From an optimization exercise on the open Yosys and OpenROAD flow, aimed at small area; shortcuts taken in it are not production practice. Function was checked by simulation only, so behaviour that the tests miss may differ from the original. Power figures rest on the tool's default switching activity, not on a simulated workload.

==> design.v <==
package rv64_alu_decode_pkg;
  localparam logic [6:0] OpcOp      = 7'b0110011;
  localparam logic [6:0] OpcOp32    = 7'b0111011;
  localparam logic [6:0] OpcOpImm   = 7'b0010011;
  localparam logic [6:0] OpcOpImm32 = 7'b0011011;
endpackage
module rv64_regfile (
  input  logic             clk_i,
  input  logic             we_i,
  input  logic [4:0]       waddr_i,
  input  logic [63:0]      wdata_i,
  output logic [31*64-1:0] mem_o
);
  logic [63:0] mem_q [1:31];
  for (genvar i = 1; i < 32; i++) begin : g_word
    always_ff @(posedge clk_i) begin
      if (we_i && waddr_i == 5'(i)) mem_q[i] <= wdata_i;
    end
    assign mem_o[(i-1)*64 +: 64] = mem_q[i];
  end
endmodule
module rv64_alu_decode #(
  parameter int unsigned CNT_W = 16
) (
  input  logic             clk,
  input  logic             rst,
  input  logic             inst_valid,
  output logic             inst_ready,
  input  logic [31:0]      inst,
  output logic             alu_valid,
  input  logic             alu_ready,
  output logic [63:0]      alu_a,
  output logic [63:0]      alu_b,
  output logic [2:0]       alu_op,
  output logic [4:0]       alu_rd,
  input  logic             wb_en,
  input  logic [4:0]       wb_rd,
  input  logic [63:0]      wb_data,
  output logic             illegal,
  output logic [CNT_W-1:0] illegal_count
);
  logic [6:0] opc;
  logic [2:0] f3;
  logic [6:0] f7;
  logic       is_op, is_op32, is_imm, is_imm32;
  logic       r_add, r_sub, r_sll, r_sra;
  logic       i_add, i_sll, i_sra;
  logic       legal, rtype, w;
  logic [2:0] op;
  logic [4:0] rs1, rs2, rd;
  assign opc = inst[6:0];
  assign f3  = inst[14:12];
  assign f7  = inst[31:25];
  assign rs1 = inst[19:15];
  assign rs2 = inst[24:20];
  assign rd  = inst[11:7];
  assign is_op    = opc == rv64_alu_decode_pkg::OpcOp;
  assign is_op32  = opc == rv64_alu_decode_pkg::OpcOp32;
  assign is_imm   = opc == rv64_alu_decode_pkg::OpcOpImm;
  assign is_imm32 = opc == rv64_alu_decode_pkg::OpcOpImm32;
  assign r_add = f3 == 3'b000 && f7 == 7'b0000000;
  assign r_sub = f3 == 3'b000 && f7 == 7'b0100000;
  assign r_sll = f3 == 3'b001 && f7 == 7'b0000000;
  assign r_sra = f3 == 3'b101 && f7 == 7'b0100000;
  assign i_add = f3 == 3'b000;
  assign i_sll = f3 == 3'b001 && inst[31:26] == 6'b000000 && (is_imm || !inst[25]);
  assign i_sra = f3 == 3'b101 && inst[31:26] == 6'b010000 && (is_imm || !inst[25]);
  assign rtype = (is_op || is_op32) && (r_add || r_sub || r_sll || r_sra);
  assign legal = rtype || ((is_imm || is_imm32) && (i_add || i_sll || i_sra));
  assign w     = is_op32 || is_imm32;
  assign op[2] = f3[0];
  assign op[1] = rtype ? f7[5] : f3[2];
  assign op[0] = w;
  logic [31*64-1:0] mem;
  rv64_regfile u_regfile (
    .clk_i   (clk),
    .we_i    (wb_en),
    .waddr_i (wb_rd),
    .wdata_i (wb_data),
    .mem_o   (mem)
  );
  logic [31:0] pending_q;
  logic        wb_hit1, wb_hit2, rs1_busy, rs2_busy, stall, free, accept, issue;
  logic        alu_valid_q, illegal_q;
  logic [CNT_W-1:0] illegal_count_q;
  assign wb_hit1  = wb_en && wb_rd == rs1;
  assign wb_hit2  = wb_en && wb_rd == rs2;
  assign rs1_busy = pending_q[rs1] && !wb_hit1;
  assign rs2_busy = pending_q[rs2] && !wb_hit2;
  assign stall    = legal && (rs1_busy || (rtype && rs2_busy));
  assign free     = !alu_valid_q || alu_ready;
  assign inst_ready = free && !stall;
  assign accept     = inst_valid && inst_ready;
  assign issue      = accept && legal;
  always_ff @(posedge clk) begin
    if (rst) begin
      pending_q       <= '0;
      alu_valid_q     <= 1'b0;
      illegal_q       <= 1'b0;
      illegal_count_q <= '0;
    end else begin
      for (int j = 1; j < 32; j++) begin
        if (issue && rd == 5'(j)) pending_q[j] <= 1'b1;
        else if (wb_en && wb_rd == 5'(j)) pending_q[j] <= 1'b0;
      end
      pending_q[0]    <= 1'b0;
      alu_valid_q     <= issue || (alu_valid_q && !alu_ready);
      illegal_q       <= accept && !legal;
      if (accept && !legal && illegal_count_q != {CNT_W{1'b1}})
        illegal_count_q <= illegal_count_q + CNT_W'(1);
    end
  end
  logic [31:1] sel1, sel2;
  logic        sel1_wb, sel2_wb, sel2_imm, hold;
  logic        bp1, bp2;
  assign bp1      = wb_hit1 && rs1 != 5'd0;
  assign bp2      = wb_hit2 && rs2 != 5'd0;
  assign hold     = !free;
  assign sel1_wb  = free && bp1;
  assign sel2_wb  = free && rtype && bp2;
  assign sel2_imm = free && !rtype;
  for (genvar j = 1; j < 32; j++) begin : g_sel
    assign sel1[j] = free && !bp1 && rs1 == 5'(j);
    assign sel2[j] = free && rtype && !bp2 && rs2 == 5'(j);
  end
  logic [63:0] imm;
  assign imm[4:0]   = inst[24:20];
  assign imm[5]     = inst[25] && !(is_imm32 && !i_add);
  assign imm[11:6]  = i_add ? inst[31:26] : 6'd0;
  assign imm[63:12] = {52{i_add && inst[31]}};
  logic [63:0] alu_a_q, alu_b_q, a_d, b_d;
  logic [2:0]  alu_op_q;
  logic [4:0]  alu_rd_q;
  always_comb begin
    a_d = ({64{sel1_wb}} & wb_data) | ({64{hold}} & alu_a_q);
    b_d = ({64{sel2_wb}} & wb_data) | ({64{hold}} & alu_b_q) | ({64{sel2_imm}} & imm);
    for (int j = 1; j < 32; j++) begin
      a_d = a_d | ({64{sel1[j]}} & mem[(j-1)*64 +: 64]);
      b_d = b_d | ({64{sel2[j]}} & mem[(j-1)*64 +: 64]);
    end
  end
  always_ff @(posedge clk) begin
    alu_a_q <= a_d;
    alu_b_q <= b_d;
    if (free) begin
      alu_op_q <= op;
      alu_rd_q <= rd;
    end
  end
  assign alu_valid     = alu_valid_q;
  assign alu_a         = alu_a_q;
  assign alu_b         = alu_b_q;
  assign alu_op        = alu_op_q;
  assign alu_rd        = alu_rd_q;
  assign illegal       = illegal_q;
  assign illegal_count = illegal_count_q;
endmodule
==> run.sh <==
#!/bin/bash
# synth_recipe.tcl (not shown) runs the flow's synth.tcl, then flattens the netlist and writes it again
# the make line also repeats each setting of config.mk as NAME=value (left out here)
make -C /OpenROAD-flow-scripts/flow DESIGN_CONFIG=/design/flow/config.mk WORK_HOME=/design/flow/orfs CLKGATE_MAP_FILE= SYNTH_SCRIPT=/design/flow/synth_recipe.tcl finish
==> config.mk <==
export PLATFORM = sky130hd
export DESIGN_NAME = rv64_alu_decode
export DESIGN_NICKNAME = rv64_alu_decode
export VERILOG_FILES = /design/flow/design.v
export SDC_FILE = /design/flow/constraint.sdc
export NUM_CORES = 4
export LEC_CHECK = 0
export CAP_MARGIN = 20
export CORE_MARGIN = 2
export CORE_UTILIZATION = 40
export SLEW_MARGIN = 20
==> constraint.sdc <==
create_clock -name core_clock -period 5.5 [get_ports {clk}]
set_input_delay 1.1000 -clock core_clock [delete_from_list [all_inputs] [get_ports {clk}]]
set_output_delay 1.1000 -clock core_clock [all_outputs]
set_load 0.01 [all_outputs]
==> results of run 1 <==
-- routing by layer --
metal,vias up,global-route usage (%),wire [µm]
li1,27400,-,-
met5,-,0.352,345
met3,2838,19.2,92800
met1,38200,51.1,160000
met2,10100,56.4,194000
met4,42,28.5,46300
-- through the flow --
stage	std cells	area [µm²]	utilization, %	power (mW)	setup WS (ns)
CTS	9724	108000	47.8	35.5	0.522
global route	9730	109000	47.8	36.2	0.395
floorplan	6103	91000	-	19.3	0.477
global placement	9309	101000	44.6	20.6	-0.147
finish	9752	109000	47.9	35.7	0.408
detailed placement	9315	101000	44.7	20.6	-0.0787
-- report_power, final --
part / internal (mW) / total, mW / switching (mW)
registers: 18.3 / 18.6 / 0.275
logic: 0.557 / 1.79 / 1.23
clock network: 8.62 / 15.3 / 6.72
total: 27.5 / 35.7 / 8.23
-- area by class of cell --
| type | instances | area [µm²] |
|---|---|---|
| Fill cell | 19500 | 118000 |
| Sequential cell | 2169 | 63400 |
| Multi-Input combinational cell | 3426 | 26800 |
| Timing Repair Buffer | 708 | 7420 |
| Clock buffer | 283 | 5900 |
| Tap cell | 3009 | 3760 |
| Clock inverter | 126 | 1260 |
| Antenna cell | 26 | 65.1 |
| Inverter | 5 | 20.0 |
-- critical path: stages --
cell and delay, ns:
clkdlybuf4s50_1 0.83, nand3b_1 0.28, nand4_4 0.25, buf_12 0.35, nor2_1 0.20, nor2_1 0.24
o21a_1 0.19, clkdlybuf4s50_1 0.54
-- worst min-delay path by stage --
stage,to,slack [ns],depth (start not counted)
after detailed placement,pending_q[6],0.48,2
final,pending_q[6],0.49,2
after CTS,pending_q[6],0.49,2
after global placement,pending_q[6],0.48,2
after global routing,pending_q[6],0.52,2
after floorplan,pending_q[3],0.45,2
-- state kept, by name, summed over array words and instances (netlist names) --
| signal | cells |
|---|---|
| illegal_q | 1 |
| illegal_count_q | 16 |
| alu_b_q | 64 |
| alu_a_q | 64 |
| alu_rd_q | 5 |
| alu_op_q | 3 |
| alu_valid_q | 1 |
| pending_q | 31 |
| u_regfile.mem_q | 1984 |
-- placed cells by master, fill, tap and decap left out, types with 229 or more instances in the layout --
master              n
nand2_1           264
a222oi_1          229
edfxtp_1         1992
a22o_1            299
nand4_1           244
clkdlybuf4s50_1   248
a22oi_1           957
a221oi_1          334
nand3_1           264
buf_4             325
-- cells by family after synthesis --
group                    Yosys count  synth area share [%]
flip-flops                      2169                  69.6
AO/OA/AOI/OAI                   2099                  19.4
AND/OR/NAND/NOR                 1252                  7.64
buffers and inverters            508                  2.37
multiplexers                      49                 0.707
XOR/XNOR                          25                 0.241
adder cells (fa/ha/maj)            1                0.0137
==> reports/metrics.csv, run 1 <==
metric,value,unit
# rows,175,
Post CTS Setup Buffer Count,0,
cts bufs inserted,216,
worst r2r dst,alu_b_q[35],
NumNets Final,6633,
grt total ovfl,0,
"flops & latches, synth",2169,
Via density,8.06,
initial core utilization,40.1,%
WS Path Type,input port to output pin,
maximum number of pins on one net before global-route repair,66,
CTS H-Tree Depth,4,
syn avg cell area,14.9,µm²
clock sink count,2169,
Post-DRT Antenna Nets,0,
"count leader, synth",edfxtp_1,
crit-path max FO,35,
I/O Buffers,260,
R2R depth,11,
status,"complete, no violations",
Final Cycle Share,92.6,%
clock insertion delay at the later pin of the skew report,0.90,ns
crit path from,inst[30],
IO Pins,261,
PwrDens,329,nW/µm²
Synth top area share,65.7,%
crit path time final,5.09,ns
clk buf depth,3,
final wirelength,493,mm
Post-Syn Instances,6103,
vias in the first global route,72000,
MaxCap Viol Count,0,
Hold Buf Count CTS,0,
clock slew at reported path FFs,0.06,ns
Iter 0 DRT Violations,21400,
routed len/inst,50.6,µm
Worst setup SP type,input port,
Ys Warns,3,
Post-DP HPWL,264,mm
Pleak,33.8,nW
netlist area before placement,91000,µm²
Max Clk Rate,196,MHz
routed vias,78600,
pin slew with the least headroom to its limit,1.31,ns
"Async S/R FF share, synth",0,%
TNS Setup,0,ns
syn_nets,6210,
DIE WIDTH,481,µm
final setup fails,0,
CTS resizes,0,
DIE AREA,231000,µm²
RSZ-0062 raised after global routing,false,
VDD IR-drop max,0.000266,V
Hold WS,0.494,ns
Hold Startpoint,pending_q[6],
Reg-to-Reg Start,alu_valid_q,
data arrival time of the worst path,3.99,ns
Die Ht,481,µm
Overall Global Routing Usage,41.1,%
Unique masters post-synth,81,
Post-synth EDFFs,1992,
"Hold Violations, Final",0,
TritonCTS clock tree,done,
r2r setup slk,1.01,ns
Core Area,227000,µm²
sequential element share of the synthesized area,69.6,%
GPL Wtd Cong,0.972,
Setup crit end,inst_ready,
Layout area overhead,19.3,%
Setup Skew,0.0296,ns
Critical Path End Type,output pin,
ys flop type,edfxtp_1,
DRT Pass-1 Iters,13,
WP data required,4.40,ns
DRC viols,0,
worst min path class,flip-flop to flip-flop,
Synth area leaders,"edfxtp_1 66%, a22oi_1 7.9%, dfxtp_1 3.9%",
clock root buffer,clkbuf_16,
Post-synth top cells,"1992 x edfxtp_1, 957 x a22oi_1, 334 x a221oi_1",
max-slew violations,0,
global-route wire length before repair,647,mm
post-synth top area cell,edfxtp_1,
initial antenna violation count,34,
normalized max-slew margin,12.8,%
share of cells above drive strength 1,14.9,%
==> inputs of run 2 (changes only) <==
--- a/design.v
+++ b/design.v
@@ -5,17 +5,44 @@
   localparam logic [6:0] OpcOpImm32 = 7'b0011011;
 endpackage
-module rv64_regfile (
-  input  logic             clk_i,
-  input  logic             we_i,
-  input  logic [4:0]       waddr_i,
-  input  logic [63:0]      wdata_i,
-  output logic [31*64-1:0] mem_o
+module rv64_rf_wcell (
+  input  logic we_i,
+  input  logic we_n_i,
+  input  logic wd_i,
+  input  logic q_i,
+  output logic d_o
 );
-  logic [63:0] mem_q [1:31];
-  for (genvar i = 1; i < 32; i++) begin : g_word
-    always_ff @(posedge clk_i) begin
-      if (we_i && waddr_i == 5'(i)) mem_q[i] <= wdata_i;
-    end
-    assign mem_o[(i-1)*64 +: 64] = mem_q[i];
+  assign d_o = (we_i & wd_i) | (we_n_i & q_i);
+endmodule
+module rv64_rf_aoi222 (
+  input  logic [2:0] s_i,
+  input  logic [2:0] d_i,
+  output logic       y_n_o
+);
+  assign y_n_o = ~|(s_i & d_i);
+endmodule
+module rv64_rf_nand_or #(
+  parameter int unsigned N = 11
+) (
+  input  logic [N-1:0] t_n_i,
+  output logic         y_o
+);
+  assign y_o = ~&t_n_i;
+endmodule
+module rv64_rd_bit #(
+  parameter int unsigned X = 0
+) (
+  input  logic [32:0]  d_i,
+  input  logic [32:0]  s_i,
+  input  logic [X:0]   x_n_i,
+  output logic         q_o
+);
+  logic [10:0] t_n;
+  for (genvar g = 0; g < 11; g++) begin : g_aoi
+    rv64_rf_aoi222 u_aoi (.s_i(s_i[3*g +: 3]), .d_i(d_i[3*g +: 3]), .y_n_o(t_n[g]));
+  end
+  if (X == 0) begin : g_plain
+    rv64_rf_nand_or #(.N(11)) u_or (.t_n_i(t_n), .y_o(q_o));
+  end else begin : g_extra
+    rv64_rf_nand_or #(.N(11 + X)) u_or (.t_n_i({x_n_i[X:1], t_n}), .y_o(q_o));
   end
 endmodule
@@ -72,12 +99,17 @@
   assign op[1] = rtype ? f7[5] : f3[2];
   assign op[0] = w;
-  logic [31*64-1:0] mem;
-  rv64_regfile u_regfile (
-    .clk_i   (clk),
-    .we_i    (wb_en),
-    .waddr_i (wb_rd),
-    .wdata_i (wb_data),
-    .mem_o   (mem)
-  );
+  logic [63:0] mem_q [1:31];
+  logic [63:0] mem_d [1:31];
+  logic [31:1] we, we_n;
+  for (genvar i = 1; i < 32; i++) begin : g_word
+    assign we[i]   = wb_en && wb_rd == 5'(i);
+    assign we_n[i] = !we[i];
+    for (genvar b = 0; b < 64; b++) begin : g_bit
+      rv64_rf_wcell u_w (
+        .we_i(we[i]), .we_n_i(we_n[i]), .wd_i(wb_data[b]), .q_i(mem_q[i][b]), .d_o(mem_d[i][b])
+      );
+    end
+    always_ff @(posedge clk) mem_q[i] <= mem_d[i];
+  end
   logic [31:0] pending_q;
   logic        wb_hit1, wb_hit2, rs1_busy, rs2_busy, stall, free, accept, issue;
@@ -129,18 +161,25 @@
   assign imm[11:6]  = i_add ? inst[31:26] : 6'd0;
   assign imm[63:12] = {52{i_add && inst[31]}};
-  logic [63:0] alu_a_q, alu_b_q, a_d, b_d;
+  logic [63:0] a_d, b_d;
   logic [2:0]  alu_op_q;
   logic [4:0]  alu_rd_q;
-  always_comb begin
-    a_d = ({64{sel1_wb}} & wb_data) | ({64{hold}} & alu_a_q);
-    b_d = ({64{sel2_wb}} & wb_data) | ({64{hold}} & alu_b_q) | ({64{sel2_imm}} & imm);
-    for (int j = 1; j < 32; j++) begin
-      a_d = a_d | ({64{sel1[j]}} & mem[(j-1)*64 +: 64]);
-      b_d = b_d | ({64{sel2[j]}} & mem[(j-1)*64 +: 64]);
+  logic [63:0] imm_sel_n;
+  assign imm_sel_n = ~({64{sel2_imm}} & imm);
+  for (genvar b = 0; b < 64; b++) begin : g_bit
+    logic [31:1] col;
+    for (genvar j = 1; j < 32; j++) begin : g_w
+      assign col[j] = mem_q[j][b];
     end
+    rv64_rd_bit #(.X(0)) u_a (
+      .d_i({alu_a[b], col, wb_data[b]}), .s_i({hold, sel1, sel1_wb}), .x_n_i(1'b1), .q_o(a_d[b])
+    );
+    rv64_rd_bit #(.X(1)) u_b (
+      .d_i({alu_b[b], col, wb_data[b]}), .s_i({hold, sel2, sel2_wb}),
+      .x_n_i({imm_sel_n[b], 1'b1}), .q_o(b_d[b])
+    );
   end
   always_ff @(posedge clk) begin
-    alu_a_q <= a_d;
-    alu_b_q <= b_d;
+    alu_a <= a_d;
+    alu_b <= b_d;
     if (free) begin
       alu_op_q <= op;
@@ -149,6 +188,4 @@
   end
   assign alu_valid     = alu_valid_q;
-  assign alu_a         = alu_a_q;
-  assign alu_b         = alu_b_q;
   assign alu_op        = alu_op_q;
   assign alu_rd        = alu_rd_q;
--- a/config.mk
+++ b/config.mk
@@ -9,3 +9,7 @@
 export CORE_MARGIN = 2
 export CORE_UTILIZATION = 40
+export CTS_CLUSTER_DIAMETER = 100
+export CTS_CLUSTER_SIZE = 25
 export SLEW_MARGIN = 20
+export SYNTH_HIERARCHICAL = 1
+export SYNTH_MINIMUM_KEEP_SIZE = 0
==> run 2 against run 1 <==
  * Clock-buffer cell count is 176 lower
  * Global-route usage down 1.9 points
  * Flip-flop and latch count did not move
  * Synthesized area down 11%
  * Setup slack lost 0.011 ns
  * Critical endpoint unchanged
==> reports/metrics.csv, run 2 <==
metric,value,unit,change
status,"complete, no violations",,unchanged
IO Pins,261,,unchanged
Worst Hold End,pending_q[1],,was pending_q[6]
crit path time final,5.10,ns,was 5.09 ns
NumNets Final,7420,,was 6633
MaxCap Viol Count,0,,unchanged
Via density,8.37,,was 8.06
clk buf depth,3,,unchanged
maximum number of pins on one net before global-route repair,66,,unchanged
"most common cell after layout, fill and taps aside",dfxtp_1,,was edfxtp_1
Power Total,34.4,mW,was 35.7 mW
max reg flops,1984,,unchanged
DRC viols,0,,unchanged
Iter 0 DRT Violations,20400,,was 21400
Reg-to-Reg Start,alu_valid_q,,unchanged
WS Path Type,input port to output pin,,unchanged
CTS resizes,0,,unchanged
placed insts,9879,,was 9315
DIE AREA,206000,µm²,was 231000 µm²
Seq pwr share,61.6,%,was 52.0%
global-route wire length before repair,594,mm,was 647 mm
netlist area before placement,81100,µm²,was 91000 µm²
syn_nets,6701,,was 6210
CTS H-Tree Depth,3,,was 4
r2r setup slk,1.71,ns,was 1.01 ns
dpl cell area,91700,µm²,was 101000 µm²
P_sw,9.58,mW,was 8.23 mW
Pleak,37.3,nW,was 33.8 nW
fin area,94700,µm²,was 109000 µm²
met3 wire len,68.9,mm,was 92.8 mm
Post-DRT Antenna Nets,0,,unchanged
Layout area overhead,16.8,%,was 19.3%
Hold Buf Count CTS,0,,unchanged
Post CTS Setup Buffer Count,0,,unchanged
initial core utilization,40.2,%,was 40.1%
Clock Power Share,26.6,%,was 43.0%
WP data required,4.40,ns,about the same
clock root buffer,clkbuf_16,,unchanged
GPL Wtd Cong,0.929,,was 0.972
Biggest register,mem_q,,was u_regfile.mem_q
final setup fails,0,,unchanged
Die Ht,454,µm,was 481 µm
switch share,27.9,%,was 23.1%
worst min path class,flip-flop to flip-flop,,unchanged
I/O Buffers,260,,unchanged
WL met1,152,mm,was 160 mm
TritonCTS clock tree,done,,unchanged
cts bufs inserted,100,,was 216
data arrival time of the worst path,4.00,ns,was 3.99 ns
grt total ovfl,0,,unchanged
Overall Global Routing Usage,39.2,%,was 41.1%
clock slew at reported path FFs,0.10,ns,was 0.06 ns
crit-path max FO,9,,was 35
Post-DP HPWL,252,mm,was 264 mm
Post-Syn Instances,6594,,was 6103
met2 WL post-DR,173,mm,was 194 mm
DRT Pass-1 Iters,14,,was 13
max-slew violations,0,,unchanged
clock sink count,2169,,unchanged
Final Cycle Share,92.8,%,was 92.6%
VDD IR-drop max,0.000288,V,was 0.000266 V
R2R depth,9,,was 11
syn avg cell area,12.3,µm²,was 14.9 µm²
Critical Path End Type,output pin,,unchanged
P_int,24.8,mW,was 27.5 mW
final std cells w/o fill,10000,,was 9752
share of cells above drive strength 1,9.44,%,was 14.9%
largest registers,"mem_q: 1984 flops, alu_a: 64 flops, alu_b: 64 flops",,"was u_regfile.mem_q: 1984 flops, alu_a_q: 64 flops, alu_b_q: 64 flops"
initial antenna violation count,28,,was 34
routed vias,83900,,was 78600
final wirelength,428,mm,was 493 mm
RSZ-0062 raised after global routing,false,,unchanged
Max Clk Rate,196,MHz,about the same
worst r2r dst,alu_b[9],,was alu_b_q[35]
DIE WIDTH,454,µm,was 481 µm
routed len/inst,42.7,µm,was 50.6 µm
Worst setup SP type,input port,,unchanged
normalized max-slew margin,10.6,%,was 12.8%
pin slew with the least headroom to its limit,1.34,ns,was 1.31 ns
# rows,165,,was 175
Comb pwr share,11.8,%,was 5.0%
"Hold Violations, Final",0,,unchanged
most frequent cells in the layout,"2161 x dfxtp_1, 1984 x a22o_1, 1408 x a222oi_1, 332 x nand4_1, 319 x buf_4",,"was 1992 x edfxtp_1, 957 x a22oi_1, 334 x a221oi_1, 325 x buf_4, 299 x a22o_1"
Ys Warns,10,,was 3
clock insertion delay at the later pin of the skew report,0.83,ns,was 0.90 ns
Core Area,202000,µm²,was 227000 µm²
DR top layer,met5,,unchanged
vias in the first global route,79200,,was 72000
Setup Skew,0.0307,ns,was 0.0296 ns
WHS Path Cells,2,,unchanged
PwrDens,363,nW/µm²,was 329 nW/µm²
TNS Setup,0,ns,unchanged
Hold Startpoint,pending_q[1],,was pending_q[6]
-- run 2: cell count changes in the layout (fill, tap and decap cells not counted), moves of 58 or more --
cell,delta
edfxtp_1,-1984
a222oi_1,+1179
nand3_1,-144
nand2_1,-230
a221oi_1,-332
dfxtp_1,+1984
a22oi_1,-957
a22o_1,+1685
or3_1,+58
and4_1,-61
nand4_1,+88
clkbuf_16,-118
-- run 2: per-stage QoR --
| step | utilization [%] | setup slack (ns) | hold slack (ns) |
|---|---|---|---|
| final | 46.9 | 0.396 | 0.498 |
| after global routing | 46.9 | 0.252 | 0.514 |
| after CTS | 46.9 | 0.409 | 0.496 |
| after detailed placement | 45.4 | 0.0806 | 0.475 |
| after global placement | 45.4 | 0.0547 | 0.472 |
| after floorplan | - | 0.0686 | 0.450 |
-- run 2: cell type report --
class / instances / area, µm²
timing repair buffer: 662 / 6670
antenna: 15 / 37.5
fill: 18300 / 107000
clock inverter: 20 / 308
inverter: 36 / 210
sequential: 2169 / 43500
tap: 2672 / 3340
multi-input combinational: 4344 / 38000
clock buffer: 107 / 2630
-- run 2: worst max-delay path by stage --
stage                 end  cells past startpoint  startpoint  slack [ns]
4_1_cts        inst_ready                      8    inst[16]        0.41
5_1_grt        inst_ready                      8    inst[16]        0.25
3_3_place_gp    alu_b[26]                     12    inst[20]        0.05
3_5_place_dp    alu_b[26]                     12    inst[20]        0.08
2_1_floorplan   alu_b[11]                      9   alu_ready        0.07
6_report       inst_ready                      8    inst[16]        0.40
-- run 2: power groups by stage --
stage	Sequential, mW	Combinational (mW)	Clock (mW)
after floorplan	20.7	2.61	0
after global placement	21.2	3.84	0
after detailed placement	21.3	3.98	0
after CTS	21.0	3.99	9.09
after global routing	21.5	4.35	9.59
final	21.2	4.07	9.13
-- run 2: worst max-delay path, cell delays in order --
cell and delay (ns):
clkdlybuf4s50_1 0.83, mux2_2 0.39, a41o_1 0.23, a311o_1 0.28, o221ai_1 0.26, nand2_2 0.14, a21oi_1 0.20, clkdlybuf4s50_1 0.57
-- run 2: metal layers --
metal	vias to the layer above	track usage, %
met4	38	25.7
met2	8512	55.9
li1	32200	-
met5	-	0
met3	2111	14.7
met1	41000	49.3
==> inputs of run 3 (changes only) <==
==> flow/run.sh (new file) <==
#!/bin/bash
# Standard ORFS layout (the standard.sh), with two changes:
#  - port buffers use sky130_fd_sc_hd__buf_1 instead of the default pick;
#  - CTS clusters 25 sinks within 100 um and inserts no dummy loads.
set -euo pipefail
export BUFFER_PORTS_ARGS="-buffer_cell sky130_fd_sc_hd__buf_1"
export CTS_ARGS="-sink_clustering_enable -repair_clock_nets -sink_clustering_size 25 -sink_clustering_max_diameter 100 -dont_use_dummy_load"
bash standard.sh synth > synth.log 2>&1
bash standard.sh > layout.log 2>&1
==> standard.sh (new file) <==
#!/bin/bash
# synth_recipe.tcl (not shown) runs the flow's synth.tcl, then flattens the netlist and writes it again
# the make line also repeats each setting of config.mk as NAME=value (left out here)
make -C /OpenROAD-flow-scripts/flow DESIGN_CONFIG=/design/flow/config.mk WORK_HOME=/design/flow/orfs CLKGATE_MAP_FILE= SYNTH_SCRIPT=/design/flow/synth_recipe.tcl "${@:-finish}"
removed: run.sh
==> run 3 against run 2 <==
  * Still clean
  * Global-route usage up 0.87 points
  * Non-clock buffer count down 71
  * Flip-flop and latch count is the same
  * Core utilization down 1.3 points
  * Hold slack got worse by 0.0035 ns
  * Die area is the same
  * Critical path depth rose by 1
  * Sequential share of layout area increased by 1.4 points
  * Register-to-register slack got worse by 0.24 ns
  * Setup slack improved by 0.26 ns
  * Clock-buffer cell count is 7 lower
  * Clock skew is 0.025 ns higher
  * Largest power group unchanged
==> reports/metrics.csv, run 3 <==
metric,value,unit,change
status,"complete, no violations",,unchanged
syn_nets,6701,,unchanged
worst min path class,flip-flop to flip-flop,,unchanged
WP data required,4.40,ns,about the same
crit-path max FO,12,,was 9
Core Area,202000,µm²,unchanged
Post CTS Setup Buffer Count,0,,unchanged
share of cells above drive strength 1,8.25,%,was 9.44%
NumNets Final,7349,,was 7420
Die Ht,454,µm,unchanged
Post-DRT Antenna Nets,0,,unchanged
clock root buffer,clkbuf_16,,unchanged
WS Path Type,input port to output pin,,unchanged
TritonCTS clock tree,done,,unchanged
Post-Syn Instances,6594,,unchanged
Pleak,36.0,nW,was 37.3 nW
maximum number of pins on one net before global-route repair,73,,was 66
DRC viols,0,,unchanged
routed len/inst,44.1,µm,was 42.7 µm
DIE AREA,206000,µm²,unchanged
netlist area before placement,81100,µm²,unchanged
max-slew violations,0,,unchanged
largest registers,"mem_q: 1984 flops, alu_a: 64 flops, alu_b: 64 flops",,unchanged
Overall Global Routing Usage,40.1,%,was 39.2%
Worst Slack Setup Final,0.661,ns,was 0.396 ns
worst setup slack after placement,0.381,ns,was 0.0806 ns
Max Clk Rate,207,MHz,was 196 MHz
Hold Buf Count CTS,0,,unchanged
Via density,8.47,,was 8.37
IO Pins,261,,unchanged
clk buf depth,3,,unchanged
max reg flops,1984,,unchanged
Critical Path End Type,output pin,,unchanged
cts bufs inserted,100,,unchanged
final setup fails,0,,unchanged
# rows,165,,unchanged
GPL Wtd Cong,0.952,,was 0.929
r2r setup slk,1.47,ns,was 1.71 ns
MaxCap Viol Count,0,,unchanged
Worst Hold End,pending_q[31],,was pending_q[1]
routed vias,84100,,was 83900
CTS H-Tree Depth,3,,unchanged
"Hold Violations, Final",0,,unchanged
final wirelength,438,mm,was 428 mm
Hold Startpoint,pending_q[31],,was pending_q[1]
CTS resizes,0,,unchanged
grt total ovfl,0,,unchanged
Post-DP HPWL,249,mm,was 252 mm
Filler Cells Inserted,18400,,was 18300
DIE WIDTH,454,µm,unchanged
R2R depth,8,,was 9
data arrival time of the worst path,3.74,ns,was 4.00 ns
clock slew at reported path FFs,0.07,ns,was 0.10 ns
global-route wire length before repair,604,mm,was 594 mm
"most common cell after layout, fill and taps aside",dfxtp_1,,unchanged
Layout area overhead,13.4,%,was 16.8%
pin slew with the least headroom to its limit,1.35,ns,was 1.34 ns
P_sw,9.44,mW,was 9.58 mW
Seq pwr share,63.2,%,was 61.6%
Setup Skew,0.0556,ns,was 0.0307 ns
clock insertion delay at the later pin of the skew report,0.85,ns,was 0.83 ns
initial antenna violation count,19,,was 28
vias in the first global route,79500,,was 79200
switch share,28.1,%,was 27.9%
crit path time final,4.84,ns,was 5.10 ns
WHS Path Cells,2,,unchanged
VDD IR-drop max,0.000324,V,was 0.000288 V
syn avg cell area,12.3,µm²,unchanged
DRT Pass-1 Iters,14,,unchanged
TNS Setup,0,ns,unchanged
clock sink count,2169,,unchanged
Iter 0 DRT Violations,22000,,was 20400
initial core utilization,40.2,%,unchanged
P_int,24.1,mW,was 24.8 mW
normalized max-slew margin,10.1,%,was 10.6%
Reg-to-Reg Start,alu_valid_q,,unchanged
I/O Buffers,260,,unchanged
Hold WS,0.495,ns,was 0.498 ns
Worst setup SP type,input port,,unchanged
Comb pwr share,11.5,%,was 11.8%
most frequent cells in the layout,"2161 x dfxtp_1, 1984 x a22o_1, 1408 x a222oi_1, 332 x nand4_1, 260 x buf_4",,"was 2161 x dfxtp_1, 1984 x a22o_1, 1408 x a222oi_1, 332 x nand4_1, 319 x buf_4"
Biggest register,mem_q,,unchanged
Final Cycle Share,88.0,%,was 92.8%
PwrDens,365,nW/µm²,was 363 nW/µm²
Clock Power Share,25.3,%,was 26.6%
Ys Warns,10,,unchanged
worst r2r dst,alu_a[13],,was alu_b[9]
RSZ-0062 raised after global routing,false,,unchanged
[run 3: cell count changes in the layout (fill, tap and decap cells not counted), sizes merged]
cell	previous run	this run
buf	403	589
clkdlybuf4s50	259	0
bufinv	5	0
clkinvlp	2	0
clkbuf	107	102
diode	15	14
clkinv	17	1
inv	32	35
[run 3: power groups by stage]
stage	sequential, mW	combinational, mW	clock, mW
finish	21.2	3.87	8.49
global route	21.5	4.13	8.94
CTS	21.1	3.78	8.44
detailed placement	21.4	3.77	0
global placement	21.3	3.63	0
floorplan	20.7	2.61	0
[run 3: worst max path at each step]
| stage | endpoint | cells past startpoint | slack [ns] | start |
|---|---|---|---|---|
| final | inst_ready | 9 | 0.66 | inst[16] |
| after global routing | inst_ready | 9 | 0.59 | inst[16] |
| after CTS | inst_ready | 9 | 0.70 | inst[16] |
| after detailed placement | alu_b[58] | 11 | 0.38 | inst[23] |
| after global placement | alu_b[59] | 11 | 0.50 | inst[23] |
| after floorplan | alu_b[11] | 9 | 0.07 | alu_ready |
[run 3: cell type report]
| type | instances | area [µm²] | area share, % |
|---|---|---|---|
| sequential | 2169 | 43500 | 47.3 |
| multi-input combinational | 4344 | 38000 | 41.3 |
| timing repair buffer | 591 | 4380 | 4.76 |
| tap | 2672 | 3340 | 3.63 |
| clock buffer | 100 | 2500 | 2.72 |
| inverter | 36 | 223 | 0.242 |
| antenna | 14 | 35.0 | 0.0381 |
[run 3: worst max-delay path, cell delays in order]
cell and delay [ns]:
buf_1 0.60, buf_4 0.30, mux2_2 0.37, a41o_1 0.24, a311o_1 0.27, o221ai_1 0.37, nand2_2 0.10, a21oi_1 0.19
buf_1 0.19
[run 3: metrics by stage]
stage	util, %	instances	total power [mW]	instance area, µm²
final	45.6	9926	33.6	92000
after global routing	45.6	9914	34.6	92000
after CTS	45.5	9909	33.3	91900
after detailed placement	44.3	9809	25.1	89400
after global placement	44.2	9806	24.9	89300
after floorplan	-	6594	23.3	81300
[run 3: metal layers]
| metal | routed length [µm] | share of wire, % | up-vias | global-route usage (%) |
|---|---|---|---|---|
| li1 | - | - | 32000 | - |
| met1 | 152000 | 35 | 41100 | 49.9 |
| met2 | 176000 | 40 | 8692 | 56.9 |
| met3 | 71000 | 16 | 2253 | 14.9 |
| met4 | 37900 | 8.7 | 22 | 28.1 |
| met5 | 227 | 0.052 | - | 0.303 |
==> inputs of run 4 (changes only) <==
--- a/design.v
+++ b/design.v
@@ -45,4 +45,21 @@
   end else begin : g_extra
     rv64_rf_nand_or #(.N(11 + X)) u_or (.t_n_i({x_n_i[X:1], t_n}), .y_o(q_o));
+  end
+endmodule
+module rv64_dec5 (
+  input  logic        en_i,
+  input  logic [4:0]  a_i,
+  output logic [31:1] y_o
+);
+  logic [3:0] hi;
+  logic [7:0] lo;
+  for (genvar k = 0; k < 4; k++) begin : g_hi
+    assign hi[k] = en_i && a_i[4:3] == 2'(k);
+  end
+  for (genvar k = 0; k < 8; k++) begin : g_lo
+    assign lo[k] = a_i[2:0] == 3'(k);
+  end
+  for (genvar j = 1; j < 32; j++) begin : g_y
+    assign y_o[j] = hi[j >> 3] && lo[j & 7];
   end
 endmodule
@@ -102,7 +119,7 @@
   logic [63:0] mem_d [1:31];
   logic [31:1] we, we_n;
+  rv64_dec5 u_dec_we (.en_i(wb_en), .a_i(wb_rd), .y_o(we));
+  assign we_n = ~we;
   for (genvar i = 1; i < 32; i++) begin : g_word
-    assign we[i]   = wb_en && wb_rd == 5'(i);
-    assign we_n[i] = !we[i];
     for (genvar b = 0; b < 64; b++) begin : g_bit
       rv64_rf_wcell u_w (
@@ -123,4 +140,6 @@
   assign free     = !alu_valid_q || alu_ready;
   assign inst_ready = free && !stall;
+  logic [31:1] set_rd;
+  rv64_dec5 u_dec_rd (.en_i(issue), .a_i(rd), .y_o(set_rd));
   assign accept     = inst_valid && inst_ready;
   assign issue      = accept && legal;
@@ -132,8 +151,5 @@
       illegal_count_q <= '0;
     end else begin
-      for (int j = 1; j < 32; j++) begin
-        if (issue && rd == 5'(j)) pending_q[j] <= 1'b1;
-        else if (wb_en && wb_rd == 5'(j)) pending_q[j] <= 1'b0;
-      end
+      pending_q[31:1] <= set_rd | (pending_q[31:1] & we_n);
       pending_q[0]    <= 1'b0;
       alu_valid_q     <= issue || (alu_valid_q && !alu_ready);
@@ -152,8 +168,6 @@
   assign sel2_wb  = free && rtype && bp2;
   assign sel2_imm = free && !rtype;
-  for (genvar j = 1; j < 32; j++) begin : g_sel
-    assign sel1[j] = free && !bp1 && rs1 == 5'(j);
-    assign sel2[j] = free && rtype && !bp2 && rs2 == 5'(j);
-  end
+  rv64_dec5 u_dec_rs1 (.en_i(free && !bp1), .a_i(rs1), .y_o(sel1));
+  rv64_dec5 u_dec_rs2 (.en_i(free && rtype && !bp2), .a_i(rs2), .y_o(sel2));
   logic [63:0] imm;
   assign imm[4:0]   = inst[24:20];
--- a/config.mk
+++ b/config.mk
@@ -8,5 +8,5 @@
 export CAP_MARGIN = 20
 export CORE_MARGIN = 2
-export CORE_UTILIZATION = 40
+export CORE_UTILIZATION = 50
 export CTS_CLUSTER_DIAMETER = 100
 export CTS_CLUSTER_SIZE = 25
==> run 4 against run 3 <==
  * Still clean
  * Via count shrank 0.42%
  * Hold slack gained 0.0085 ns
  * Register-to-register slack lost 0.27 ns
  * Synthesized area fell by 0.15%
  * Synthesized cell count fell by 0.33%
  * Setup slack worse by 0.19 ns
  * Clock power is 2% lower
  * Sequential share of layout area increased by 0.27 points
  * Clock-buffer cell count down 4
  * Core utilization up 11 points
  * Die area decreased by 20%
  * Sequential power hardly changed
==> reports/metrics.csv, run 4 <==
metric,value,unit,change
status,"complete, no violations",,unchanged
syn_nets,6679,,was 6701
Post-DRT Antenna Nets,0,,unchanged
Biggest register,mem_q,,unchanged
dpl cell area,89000,µm²,was 89400 µm²
Seq. cell area,43500,µm²,unchanged
final wirelength,419,mm,was 438 mm
Post-Syn Instances,6572,,was 6594
Worst Slack Setup Final,0.468,ns,was 0.661 ns
max reg flops,1984,,unchanged
NumNets Final,7403,,was 7349
Setup Skew,0.0401,ns,was 0.0556 ns
grt total ovfl,0,,unchanged
R2R depth,10,,was 8
"Hold Violations, Final",0,,unchanged
MaxCap Viol Count,0,,unchanged
CTS H-Tree Depth,3,,unchanged
Max Clk Rate,199,MHz,was 207 MHz
TNS Setup,0,ns,unchanged
Hold Buf Count CTS,0,,unchanged
clock sink count,2169,,unchanged
Overall Global Routing Usage,48.1,%,was 40.1%
clock slew at reported path FFs,0.10,ns,was 0.07 ns
TritonCTS clock tree,done,,unchanged
P_int,24.0,mW,was 24.1 mW
data arrival time of the worst path,5.77,ns,was 3.74 ns
end-of-flow core utilization,56.9,%,was 45.6%
DIE AREA,165000,µm²,was 206000 µm²
GPL Wtd Cong,0.938,,was 0.952
Clock Power Share,25.0,%,was 25.3%
Hold Startpoint,mem_q[7][61],,was pending_q[31]
normalized max-slew margin,13.3,%,was 10.1%
DIE WIDTH,406,µm,was 454 µm
multi-input logic area,38000,µm²,about the same
Hold WS,0.503,ns,was 0.495 ns
r2r setup slk,1.20,ns,was 1.47 ns
IO Pins,261,,unchanged
final std cells w/o fill,9464,,was 9926
largest registers,"mem_q: 1984 flops, alu_a: 64 flops, alu_b: 64 flops",,unchanged
Post-DP HPWL,244,mm,was 249 mm
clock insertion delay at the later pin of the skew report,0.80,ns,was 0.85 ns
Post CTS Setup Buffer Count,0,,unchanged
routed vias,83700,,was 84100
syn avg cell area,12.3,µm²,about the same
final setup fails,0,,unchanged
initial antenna violation count,25,,was 19
RSZ-0062 raised after global routing,false,,unchanged
PwrDens,364,nW/µm²,was 365 nW/µm²
most frequent cells in the layout,"2161 x dfxtp_1, 1984 x a22o_1, 1408 x a222oi_1, 340 x buf_4, 327 x nand4_1",,"was 2161 x dfxtp_1, 1984 x a22o_1, 1408 x a222oi_1, 332 x nand4_1, 260 x buf_4"
crit-path max FO,23,,was 12
WHS Path Cells,1,,was 2
worst r2r dst,alu_b[6],,was alu_a[13]
Seq pwr share,63.5,%,was 63.2%
DRC viols,0,,unchanged
Iter 0 DRT Violations,23200,,was 22000
cts bufs inserted,96,,was 100
Via density,8.84,,was 8.47
placed insts,9357,,was 9809
Comb pwr share,11.6,%,was 11.5%
WP data required,6.23,ns,was 4.40 ns
crit path time final,5.03,ns,was 4.84 ns
Ys Warns,10,,unchanged
share of cells above drive strength 1,9.08,%,was 8.25%
WS Path Type,input port to flip-flop,,was input port to output pin
netlist area before placement,81000,µm²,was 81100 µm²
VDD IR-drop max,0.000306,V,was 0.000324 V
initial core utilization,50.4,%,was 40.2%
Worst Hold End,mem_q[7][61],,was pending_q[31]
Filler Cells Inserted,13700,,was 18400
Layout area overhead,12.9,%,was 13.4%
"most common cell after layout, fill and taps aside",dfxtp_1,,unchanged
I/O Buffers,260,,unchanged
switch share,27.9,%,was 28.1%
vias in the first global route,77400,,was 79500
pin slew with the least headroom to its limit,1.30,ns,was 1.35 ns
Core Area,161000,µm²,was 202000 µm²
crit path from,inst[13],,was inst[16]
fin area,91500,µm²,was 92000 µm²
clk buf depth,3,,unchanged
CTS resizes,0,,unchanged
maximum number of pins on one net before global-route repair,69,,was 73
Critical Path End Type,flip-flop,,was output pin
clock root buffer,clkbuf_16,,unchanged
Reg-to-Reg Start,alu_valid_q,,unchanged
Die Ht,406,µm,was 454 µm
max-slew violations,0,,unchanged
Final Cycle Share,91.5,%,was 88.0%
DRT Pass-1 Iters,17,,was 14
Worst setup SP type,input port,,unchanged
Pleak,35.6,nW,was 36.0 nW
Power Total,33.3,mW,was 33.6 mW
P_sw,9.32,mW,was 9.44 mW
worst setup slack after placement,0.122,ns,was 0.381 ns
# rows,147,,was 165
routed len/inst,44.3,µm,was 44.1 µm
worst min path class,flip-flop to flip-flop,,unchanged
global-route wire length before repair,579,mm,was 604 mm
## run 4: power by group through the flow
stage               sequential [mW]  combinational [mW]  clock (mW)
finish                         21.2                3.86        8.32
global placement               21.3                3.62           0
global route                   21.4                4.11        8.76
CTS                            21.0                3.76        8.24
floorplan                      20.7                2.59           0
detailed placement             21.3                3.76           0
## run 4: layer usage
metal / GRT usage [%] / vias up / wire (µm)
met5: 0.297 / - / 184
li1: - / 32000 / -
met1: 63.1 / 40700 / 150000
met2: 66.1 / 8951 / 163000
met4: 27.3 / 24 / 30100
met3: 20.0 / 2030 / 75600
## run 4: cell type report
cell class / instances / area share, %
timing repair buffer: 658 / 5.13
antenna: 10 / 0.0274
tap: 2160 / 2.95
multi-input combinational: 4337 / 41.5
clock buffer: 96 / 2.63
sequential: 2169 / 47.5
inverter: 34 / 0.228
## run 4: worst max-delay path by stage
stage,endpoint,slack [ns],cells after the start
after global routing,alu_b[5],0.59,13
after floorplan,mem_q[24][0],-0.30,4
after detailed placement,alu_b[6],0.12,13
after CTS,alu_b[6],0.91,13
final,alu_b[6],0.47,13
after global placement,alu_b[6],0.22,13
## run 4: worst max-delay path: stages
cell and delay (ns):
buf_1 0.09, nor4_2 0.32, nand4b_1 0.18, nor4_2 0.21, nand2_1 0.20, nor2_1 0.73
nand4bb_1 0.42, buf_4 0.28, nor2_4 0.96, buf_4 0.61, a222oi_1 0.19, nand4_1 0.29
or3_1 0.15

afterwards: timing with drivers on the ports:
In the flow no input, the clock included, has a driving cell. The finished layouts below were timed again as built, in two steps. Step 1 assumes that a clkbuf_16 drives the clock port and a buf_2 every other input. Step 2 also shifts input and output timing later by t, the mid clock arrival at the registers, as if the neighbouring blocks saw the same clock. Slacks: ideal / step 1 / step 2; pairs: ideal / step 1.
run	shift t [ns]	setup slack, ns	worst setup path at the end	pins driven straight from the clock port
run 1	0.991	0.408 / 0.258 / -0.603	input to register	1
run 2	0.907	0.396 / 0.343 / -0.084	input to register	1
run 3	0.901	0.661 / 0.599 / 0.041	input to register	1
run 4	0.863	0.468 / 0.535 / -0.328	input to register	1
Met with ideal ports but missed after step 2: setup timing in run 1, run 2 and run 4. The setup slack of run 1, which loses most, moves by -0.150 ns with the drivers and by -1.011 ns with both steps.
